What follows belongs to an exercise in optimizing a design on an open flow for small area; a production flow would make more cautious choices.
In this exercise RTL edits were held to simulation tests only and were not proved equivalent to the original.
The flow treats the clock pin as an ideal source, which a real chip does not have.
No activity file was given, so power comes from the tool's default toggle rates.

## run 1
// pd_controller
module pd_controller #(
  parameter int INPUT_WIDTH    = 18,
  parameter int OUTPUT_WIDTH   = 32,
  parameter int INTEGRAL_LIMIT = 2**24
) (
  input  logic                    clk,
  input  logic                    rst_n,
  input  logic                    enable,
  input  logic                    clear_integral,
  input  logic [INPUT_WIDTH-1:0]  kp_in,
  input  logic [INPUT_WIDTH-1:0]  ki_in,
  input  logic [INPUT_WIDTH-1:0]  setpoint_in,
  input  logic                    sample_valid,
  input  logic [INPUT_WIDTH-1:0]  sample,
  output logic                    sample_ready,
  output logic                    out_valid,
  input  logic                    out_ready,
  output logic [OUTPUT_WIDTH-1:0] out_data,
  output logic [OUTPUT_WIDTH-1:0] integral_out,
  output logic                    integral_sat,
  output logic                    busy,
  output logic [pd_pkg::OVR_W-1:0] overrun_count
);
For scale: roughly 170 flip-flops, about 160 I/O pins, about 12000 um^2 of cells after synthesis.
export LEC_CHECK = 0
export ABC_AREA = 1
export CAP_MARGIN = 20
export CORE_MARGIN = 2
export CORE_UTILIZATION = 40
export CTS_BUF_LIST = sky130_fd_sc_hd__clkbuf_8 sky130_fd_sc_hd__clkbuf_16
export PLACE_DENSITY = 0.6
export SLEW_MARGIN = 20
create_clock -name core_clock -period 10.0 [get_ports {clk}]
standard.sh (not shown) runs the stock make flow with config.mk's settings and CLKGATE_MAP_FILE= SYNTH_SCRIPT=/design/flow/synth_recipe.tcl, a recipe that flattens the netlist after the stock synthesis.
==> flow/flow/run.sh <==
#!/bin/bash
# Standard layout, with the port buffers made from the smallest buffer cell
# and a clock tree without dummy loads.
export BUFFER_PORTS_ARGS="-buffer_cell sky130_fd_sc_hd__buf_1"
export CTS_ARGS="-sink_clustering_enable -repair_clock_nets -dont_use_dummy_load -buf_list {sky130_fd_sc_hd__clkbuf_8 sky130_fd_sc_hd__clkbuf_16}"
bash standard.sh > standard.log 2>&1
#### Input delta (run 2 over run 1)
==> flow/flow/run.sh <==
#!/bin/bash
# Standard layout, with the port buffers made from the smallest buffer cell
# and a clock tree without dummy loads (clkbuf_16 root, clkbuf_8 leaves).
export BUFFER_PORTS_ARGS="-buffer_cell sky130_fd_sc_hd__buf_1"
export CTS_ARGS="-sink_clustering_enable -repair_clock_nets -dont_use_dummy_load -sink_clustering_size 12 -sink_clustering_max_diameter 60 -root_buf sky130_fd_sc_hd__clkbuf_16 -buf_list {sky130_fd_sc_hd__clkbuf_8}"
bash standard.sh > standard.log 2>&1
-- flow/config.mk --
<<< run 1, line 9
export CAP_MARGIN = 20
export CORE_MARGIN = 2
export CORE_UTILIZATION = 40
export CTS_BUF_LIST = sky130_fd_sc_hd__clkbuf_8 sky130_fd_sc_hd__clkbuf_16
export PLACE_DENSITY = 0.6
export SLEW_MARGIN = 20
>>> run 2, line 9
export CAP_MARGIN = 20
export CORE_MARGIN = 2
export CORE_UTILIZATION = 55
export CTS_BUF_LIST = sky130_fd_sc_hd__clkbuf_8 sky130_fd_sc_hd__clkbuf_16
export PLACE_DENSITY = 0.7
export SLEW_MARGIN = 20
==> comparison <==
- | fmax | run 2 vs run 1 | 0.64% lower |
- Of run 1 and run 2, the lower required arrival time at the worst endpoint belongs to run 2.
- In the metrics for run 1 and run 2, the one carrying the higher starting density of the core is run 2.
What run 3 does differently from run 2 at the input level:
==> flow/flow/run.sh <==
#!/bin/bash
# Standard layout, with the port buffers made from the smallest buffer cell
# and a clock tree without dummy loads.
export BUFFER_PORTS_ARGS="-buffer_cell sky130_fd_sc_hd__buf_1"
export CTS_ARGS="-sink_clustering_enable -repair_clock_nets -dont_use_dummy_load -sink_clustering_size 20 -sink_clustering_max_diameter 60 -root_buf sky130_fd_sc_hd__clkbuf_16 -buf_list {sky130_fd_sc_hd__clkbuf_8}"
bash standard.sh > standard.log 2>&1
-- flow/config.mk --
<<< run 2, line 9
export CAP_MARGIN = 20
export CORE_MARGIN = 2
export CORE_UTILIZATION = 55
export CTS_BUF_LIST = sky130_fd_sc_hd__clkbuf_8 sky130_fd_sc_hd__clkbuf_16
export PLACE_DENSITY = 0.7
export SLEW_MARGIN = 20
>>> run 3, line 9
export CAP_MARGIN = 20
export CORE_MARGIN = 2
export CORE_UTILIZATION = 40
export CTS_BUF_LIST = sky130_fd_sc_hd__clkbuf_8 sky130_fd_sc_hd__clkbuf_16
export PLACE_DENSITY = 0.6
export SLEW_MARGIN = 20
### Flow results
- Leakage power: run 2 vs run 3 — no meaningful difference
- Setup slack in run 3 is larger than in run 2.
- Delta (run 3 minus run 2): transition at the pin with the smallest max-transition slack moved up, overall via count from detail_route moved down, power moved down, final worst-path cycle share level, wire length per cell moved down.
- The lower sequential portion of the cell area of run 2 and run 3 is in run 3.
- Run 3 completed every stage of the flow, and the final layout passed the timing, DRC and antenna checks.

========
== quartz ==
Starting RTL as in the previous note.
clock: 10.0 ns
lec_check: 0
abc_area: 1
cap_margin: 20
core_margin: 2
core_utilization: 40
cts_buf_list: sky130_fd_sc_hd__clkbuf_8 sky130_fd_sc_hd__clkbuf_16
place_density: 0.6
slew_margin: 20
==> flow/flow/run.sh <==
#!/bin/bash
# Standard layout, with the port buffers made from the smallest buffer cell
# and a clock tree without dummy loads (clkbuf_16 root, clkbuf_8 leaves).
export BUFFER_PORTS_ARGS="-buffer_cell sky130_fd_sc_hd__buf_1"
export CTS_ARGS="-sink_clustering_enable -repair_clock_nets -dont_use_dummy_load -sink_clustering_size 12 -sink_clustering_max_diameter 60 -root_buf sky130_fd_sc_hd__clkbuf_16 -buf_list {sky130_fd_sc_hd__clkbuf_8}"
bash standard.sh > standard.log 2>&1
quartz: done, clean on timing, DRC and antenna
Input changes introduced in nickel (baseline for comparison: quartz):
==> flow/flow/run.sh <==
#!/bin/bash
# Standard layout, with the port buffers made from the smallest buffer cell
# and a clock tree without dummy loads (clkbuf_16 root, clkbuf_8 leaves).
export BUFFER_PORTS_ARGS="-buffer_cell sky130_fd_sc_hd__buf_1"
export CTS_ARGS="-sink_clustering_enable -repair_clock_nets -dont_use_dummy_load -sink_buffer_max_cap_derate 0.5 -root_buf sky130_fd_sc_hd__clkbuf_16 -buf_list {sky130_fd_sc_hd__clkbuf_8}"
bash standard.sh > standard.log 2>&1
[summary]
- nickel | stages: all done | timing, DRC, antenna: all pass
- nickel against quartz: clock-pin slew of the registers on the worst-case setup and hold paths roughly the same, synthesized area roughly the same, first-pass iteration count of the detailed router roughly the same.
- Number of enable flip-flop cells after synthesis: quartz vs nickel identical
- nickel against quartz: portion of the layout cell area used by clock cells now sits at about the same level; fraction of area in registers now sits at about the same level.
- Global-route usage: nickel vs quartz identical
- Diff nickel..quartz | number of buffers created by CTS | unchanged
- Reported for nickel and quartz, power turned out identical to the last digit.
- nickel and quartz ended up with nearly the same register-to-register slack.
- From quartz to nickel, post-CTS setup buffer count did not move at all.

========
pd_controller, a different RTL version from the one above (not shown whole).
Size: about 1300 cells after synthesis, about 170 flip-flops, roughly 160 I/O pins.
Settings: LEC_CHECK=0, ABC_AREA=1, CAP_MARGIN=20, CORE_MARGIN=2, CORE_UTILIZATION=40, CTS_BUF_LIST=sky130_fd_sc_hd__clkbuf_8 sky130_fd_sc_hd__clkbuf_16, PLACE_DENSITY=0.6, SLEW_MARGIN=20; clock period 10.0 ns.
==> flow/flow/run.sh <==
#!/bin/bash
# Standard layout with four changes: after floorplan, full adders are flipped
# to their dual form where that removes inverters (fa_flip.tcl, fa_flip.py);
# the port buffers use the smallest buffer cell; the clock tree has a
# clkbuf_16 root, clkbuf_8 leaves and no dummy loads; after CTS, leaves that
# drive many flip-flops become clkbuf_16 (clk_fix.tcl).
export FA_FLIP_DIR="$PWD/flow"
export FA_FLIP_WORK="$PWD"
export POST_FLOORPLAN_TCL="$PWD/flow/fa_flip.tcl"
export BUFFER_PORTS_ARGS="-buffer_cell sky130_fd_sc_hd__buf_1"
export CTS_ARGS="-sink_clustering_enable -repair_clock_nets -dont_use_dummy_load -root_buf sky130_fd_sc_hd__clkbuf_16 -buf_list {sky130_fd_sc_hd__clkbuf_8}"
export POST_CTS_TCL="$PWD/flow/clk_fix.tcl"
bash standard.sh > standard.log 2>&1
==> flow/flow/fa_flip.tcl <==
# Flip full adders to their dual form where that removes inverters
# (FA(~a, ~b, ~c) = (~sum, ~carry)); fa_flip.py chooses the adders.
set ::ff_block [ord::get_db_block]
set ::ff_inv [[ord::get_db] findMaster sky130_fd_sc_hd__inv_1]
set ::ff_n 0

proc ff_is_inv {inst} {
  return [regexp {^sky130_fd_sc_hd__(clk)?inv_[0-9]+$} [[$inst getMaster] getName]]
}
proc ff_driver {net} {
  foreach it [$net getITerms] {
    if {[$it isOutputSignal]} { return [$it getInst] }
  }
  return ""
}
proc ff_new_net {} {
  incr ::ff_n
  return [odb::dbNet_create $::ff_block "fa_flip_net_$::ff_n"]
}
proc ff_new_inv {in_net out_net} {
  incr ::ff_n
  set inst [odb::dbInst_create $::ff_block $::ff_inv "fa_flip_inv_$::ff_n"]
  [$inst findITerm A] connect $in_net
  [$inst findITerm Y] connect $out_net
  return $inst
}
# a net that carries the complement of net
proc ff_complement {net} {
  set d [ff_driver $net]
  if {$d ne "" && [ff_is_inv $d]} { return [[$d findITerm A] getNet] }
  foreach it [$net getITerms] {
    if {[$it isInputSignal] && [ff_is_inv [$it getInst]]} {
      set y [[[$it getInst] findITerm Y] getNet]
      if {$y ne "NULL"} { return $y }
    }
  }
  set out [ff_new_net]
  ff_new_inv $net $out
  return $out
}
proc ff_flip {fa} {
  foreach p {A B CIN} {
    set it [$fa findITerm $p]
    set m [ff_complement [$it getNet]]
    $it disconnect
    $it connect $m
  }
  foreach p {SUM COUT} {
    set it [$fa findITerm $p]
    set y [$it getNet]
    if {$y eq "NULL"} { continue }
    set y2 [ff_new_net]
    $it disconnect
    $it connect $y2
    # inverters on y now see y2 directly
    foreach lit [$y getITerms] {
      set inst [$lit getInst]
      if {![$lit isInputSignal] || ![ff_is_inv $inst]} { continue }
      set z [[$inst findITerm Y] getNet]
      if {$z eq "NULL" || [llength [$z getBTerms]] > 0} { continue }
      foreach zit [$z getITerms] {
        if {[$zit getInst] ne $inst} {
          $zit disconnect
          $zit connect $y2
        }
      }
      odb::dbInst_destroy $inst
      odb::dbNet_destroy $z
    }
    if {[llength [$y getITerms]] > 0 || [llength [$y getBTerms]] > 0} {
      ff_new_inv $y2 $y
    } else {
      odb::dbNet_destroy $y
    }
  }
}
# remove inverters whose output drives nothing, and inverter pairs
proc ff_cleanup {} {
  set changed 1
  while {$changed} {
    set changed 0
    foreach inst [$::ff_block getInsts] {
      if {![ff_is_inv $inst]} { continue }
      set y [[$inst findITerm Y] getNet]
      set a [[$inst findITerm A] getNet]
      if {$y eq "NULL"} { continue }
      if {[llength [$y getITerms]] == 1 && [llength [$y getBTerms]] == 0} {
        odb::dbInst_destroy $inst
        odb::dbNet_destroy $y
        set changed 1
        continue
      }
      set d [ff_driver $a]
      if {$d ne "" && [ff_is_inv $d] && [llength [$y getBTerms]] == 0} {
        set src [[$d findITerm A] getNet]
        foreach it [$y getITerms] {
          if {[$it getInst] ne $inst} {
            $it disconnect
            $it connect $src
          }
        }
        odb::dbInst_destroy $inst
        odb::dbNet_destroy $y
        set changed 1
      }
    }
  }
}

set ff_count_before 0
foreach inst [$::ff_block getInsts] { if {[ff_is_inv $inst]} { incr ff_count_before } }
set ff_netlist $::env(FA_FLIP_WORK)/fa_flip_netlist.v
write_verilog $ff_netlist
set ff_list [exec python3 $::env(FA_FLIP_DIR)/fa_flip.py $ff_netlist 2> $::env(FA_FLIP_WORK)/fa_flip_py.log]
foreach name $ff_list {
  set fa [$::ff_block findInst $name]
  if {$fa eq "NULL"} { puts "fa_flip: no instance $name"; continue }
  ff_flip $fa
}
ff_cleanup
set ff_count_after 0
foreach inst [$::ff_block getInsts] { if {[ff_is_inv $inst]} { incr ff_count_after } }
puts "fa_flip: flipped [llength $ff_list] adders, inverters $ff_count_before -> $ff_count_after"
Other scripts of this flow, unchanged in this note and not shown: flow/flow/clk_fix.tcl, flow/flow/fa_flip.py
Rerun with:
--- a/flow/flow/fa_flip.tcl
+++ b/flow/flow/fa_flip.tcl
@@ -3,3 +3,3 @@
-set ::ff_block [ord::get_db_block]
-set ::ff_inv [[ord::get_db] findMaster sky130_fd_sc_hd__inv_1]
-set ::ff_n 0
+set ff_block [ord::get_db_block]
+set ff_inv [[ord::get_db] findMaster sky130_fd_sc_hd__inv_1]
+set ff_n 0
@@ -17,2 +17,3 @@
-  incr ::ff_n
-  return [odb::dbNet_create $::ff_block "fa_flip_net_$::ff_n"]
+  global ff_block ff_n
+  incr ff_n
+  return [odb::dbNet_create $ff_block "fa_flip_net_$ff_n"]
@@ -21,2 +22,3 @@
-  incr ::ff_n
-  set inst [odb::dbInst_create $::ff_block $::ff_inv "fa_flip_inv_$::ff_n"]
+  global ff_block ff_inv ff_n
+  incr ff_n
+  set inst [odb::dbInst_create $ff_block $ff_inv "fa_flip_inv_$ff_n"]
@@ -78,0 +81 @@
+  global ff_block
@@ -82 +85 @@
-    foreach inst [$::ff_block getInsts] {
+    foreach inst [$ff_block getInsts] {
@@ -111 +114 @@
-foreach inst [$::ff_block getInsts] { if {[ff_is_inv $inst]} { incr ff_count_before } }
+foreach inst [$ff_block getInsts] { if {[ff_is_inv $inst]} { incr ff_count_before } }
@@ -116 +119 @@
-  set fa [$::ff_block findInst $name]
+  set fa [$ff_block findInst $name]
@@ -122 +125 @@
-foreach inst [$::ff_block getInsts] { if {[ff_is_inv $inst]} { incr ff_count_after } }
+foreach inst [$ff_block getInsts] { if {[ff_is_inv $inst]} { incr ff_count_after } }
Result:
- The new run ended with an error in floorplan
- area after synthesis is unchanged
- synthesized cell count is unchanged

========
lane 3:
pd_controller again, from the RTL that the note above started with.
export LEC_CHECK = 0
export ABC_AREA = 1
export CAP_MARGIN = 20
export CORE_MARGIN = 2
export CORE_UTILIZATION = 40
export CTS_BUF_LIST = sky130_fd_sc_hd__clkbuf_8 sky130_fd_sc_hd__clkbuf_16
export PLACE_DENSITY = 0.6
export SLEW_MARGIN = 20
create_clock -name core_clock -period 10.0 [get_ports {clk}]
==> flow/flow/run.sh <==
#!/bin/bash
# Standard synthesis, then its combinational logic is improved for area while
# its registers, adders and their names are kept: full adders are flipped to
# their dual form where that removes inverters (fa_flip.tcl, fa_flip.py) and
# the rest of the logic is re-mapped by ABC with an area-only script
# (remap.tcl). Then the standard layout with four changes: after floorplan the
# adders are flipped once more; the port buffers use the smallest buffer cell;
# the clock tree has a clkbuf_16 root, clkbuf_8 leaves and no dummy loads;
# after CTS, leaves that drive many flip-flops become clkbuf_16 (clk_fix.tcl).
set -e
RES=$PWD/orfs/results/$FLOW_PLATFORM/pd_controller/base
export FA_FLIP_DIR="$PWD/flow"
export FA_FLIP_WORK="$PWD"
bash standard.sh synth > standard_synth.log 2>&1
cp $RES/1_2_yosys.v $PWD/synth_standard.v
FLIP_IN=$PWD/synth_standard.v FLIP_OUT=$PWD/synth_flipped.v \
  openroad -no_init -exit $PWD/flow/flip_netlist.tcl > flip_netlist.log 2>&1
REMAP_LIB=$FLOW_HOME/platforms/$FLOW_PLATFORM/lib/sky130_fd_sc_hd__tt_025C_1v80.lib \
REMAP_TOP=$FLOW_TOP REMAP_IN=$PWD/synth_flipped.v REMAP_OUT=$PWD/synth_remap.v \
  yosys -c $PWD/flow/remap.tcl > remap.log 2>&1
cp $PWD/synth_remap.v $RES/1_2_yosys.v
rm -f $RES/1_synth.odb $RES/1_synth.sdc
export POST_FLOORPLAN_TCL="$PWD/flow/fa_flip.tcl"
export BUFFER_PORTS_ARGS="-buffer_cell sky130_fd_sc_hd__buf_1"
export CTS_ARGS="-sink_clustering_enable -repair_clock_nets -dont_use_dummy_load -root_buf sky130_fd_sc_hd__clkbuf_16 -buf_list {sky130_fd_sc_hd__clkbuf_8}"
export POST_CTS_TCL="$PWD/flow/clk_fix.tcl"
bash standard.sh > standard.log 2>&1
==> flow/flow/remap.tcl <==
# Re-map the combinational logic of the standard synthesis for area.
# The registers, full/half adders and tie cells of the standard synthesis
# are kept as they are (same cells, same names); everything else is handed
# to ABC with an area-only mapping script and mapped back to the library.
yosys -import
set lib $::env(REMAP_LIB)
set top $::env(REMAP_TOP)
read_liberty -ignore_miss_func $lib
read_verilog $::env(REMAP_IN)
hierarchy -top $top
set keep {}
foreach m [split [exec grep -o {sky130_fd_sc_hd__[a-z0-9_]*} $::env(REMAP_IN) | sort -u] "\n"] {
  if {[regexp {__(dfxtp|edfxtp|dfrtp|dfstp|dfxbp|dfrbp|dfbbp|dfsbp|edfxbp|sdf|dlx|dlrtp|fa_|conb_)} $m]} {
    lappend keep $m
  }
}
puts "remap: keeping [join $keep { }]"
foreach m $keep { setattr -mod -set keep_hierarchy 1 $m }
flatten
# the port wires of flattened cells are aliases; hide them so they go away
yosys rename -hide w:*.*
opt_clean -purge
abc -liberty $lib -dont_use sky130_fd_sc_hd__probe_p_8 -dont_use sky130_fd_sc_hd__probec_p_8 \
    -dont_use sky130_fd_sc_hd__lpflow_* -script "+strash; dch -f; amap -x; topo"
opt_clean -purge
hilomap -singleton -hicell sky130_fd_sc_hd__conb_1 HI -locell sky130_fd_sc_hd__conb_1 LO
splitnets
opt_clean -purge
insbuf -buf sky130_fd_sc_hd__buf_4 A X
select $top
check
write_verilog -noattr -nohex -nodec -selected $::env(REMAP_OUT)
Other scripts of this flow, unchanged in this note and not shown: flow/flow/clk_fix.tcl, flow/flow/fa_flip.py, flow/flow/fa_flip.tcl, flow/flow/flip_netlist.tcl
Lane 3: full flow OK, the timing, DRC and antenna checks passed
Modified inputs, lane 4 compared to lane 3
- GPL_TIMING_DRIVEN newly set to 0
-- flow/flow/run.sh --
<<< lane 3, line 2
# Standard synthesis, then its combinational logic is improved for area while
# its registers, adders and their names are kept: full adders are flipped to
# their dual form where that removes inverters (fa_flip.tcl, fa_flip.py) and
>>> lane 4, line 2
# Standard synthesis, then its combinational logic is improved for area while
# its registers, full adders and their names are kept: full adders are flipped to
# their dual form where that removes inverters (fa_flip.tcl, fa_flip.py) and
-- flow/flow/remap.tcl --
<<< lane 3, line 1
# Re-map the combinational logic of the standard synthesis for area.
# The registers, full/half adders and tie cells of the standard synthesis
# are kept as they are (same cells, same names); everything else is handed
# to ABC with an area-only mapping script and mapped back to the library.
yosys -import
>>> lane 4, line 1
# Re-map the combinational logic of the standard synthesis for area.
# The registers, full adders and tie cells of the standard synthesis are
# kept as they are (same cells, same names); everything else (half adders
# included) is handed to ABC with an area-only mapping script and mapped
# back to the library.
yosys -import
Notes after the runs:
Between lane 3 and lane 4, the difference in net total in the final layout is negligible.
Via count (higher): lane 4
Lane 4 falls short of lane 3 in final area.
Higher final clock period utilization by the worst path among lane 3 and lane 4: lane 4
Final weighted congestion in routability-driven placement (higher): lane 3

## static timing again, ports no longer ideal
The flow's constraints put no driver on any port. The routed layouts listed below were extracted and timed again, unchanged, in two steps.
Step 1: set_driving_cell puts a clkbuf_16 on clk and a buf_2 on each other input, an assumption about the parent block.
Step 2, shift: input delay + t, output delay - t, t = (earliest + latest rising clock arrival at the registers) / 2. This alone moves slack from input paths to output paths.
a / b / c = ideal / step 1 / step 2; a / b = the first two.
| run | t (ns) | slack for setup (ns) | worst slew at a driven data input, ns |
|---|---|---|---|
| run 1 | 0.468 | 1.146 / 1.162 / 0.694 | 0.06 |
| run 2 | 0.432 | 1.089 / 1.115 / 0.683 | 0.05 |
| run 3 | 0.424 | 1.098 / 1.115 / 0.691 | 0.06 |
| quartz | 0.424 | 1.098 / 1.115 / 0.691 | 0.06 |
| nickel | 0.424 | 1.098 / 1.115 / 0.691 | 0.06 |
| the first run of note 3 | 0.430 | 1.100 / 1.119 / 0.689 | 0.05 |
| lane 3 | 0.429 | 1.109 / 1.134 / 0.705 | 0.04 |
| lane 4 | 0.432 | 0.864 / 0.864 / 0.724 | 0.05 |
After both steps every run listed still meets setup and hold. The setup slack of run 1, which loses most, moves by +0.016 ns with the drivers and by -0.452 ns with both steps.
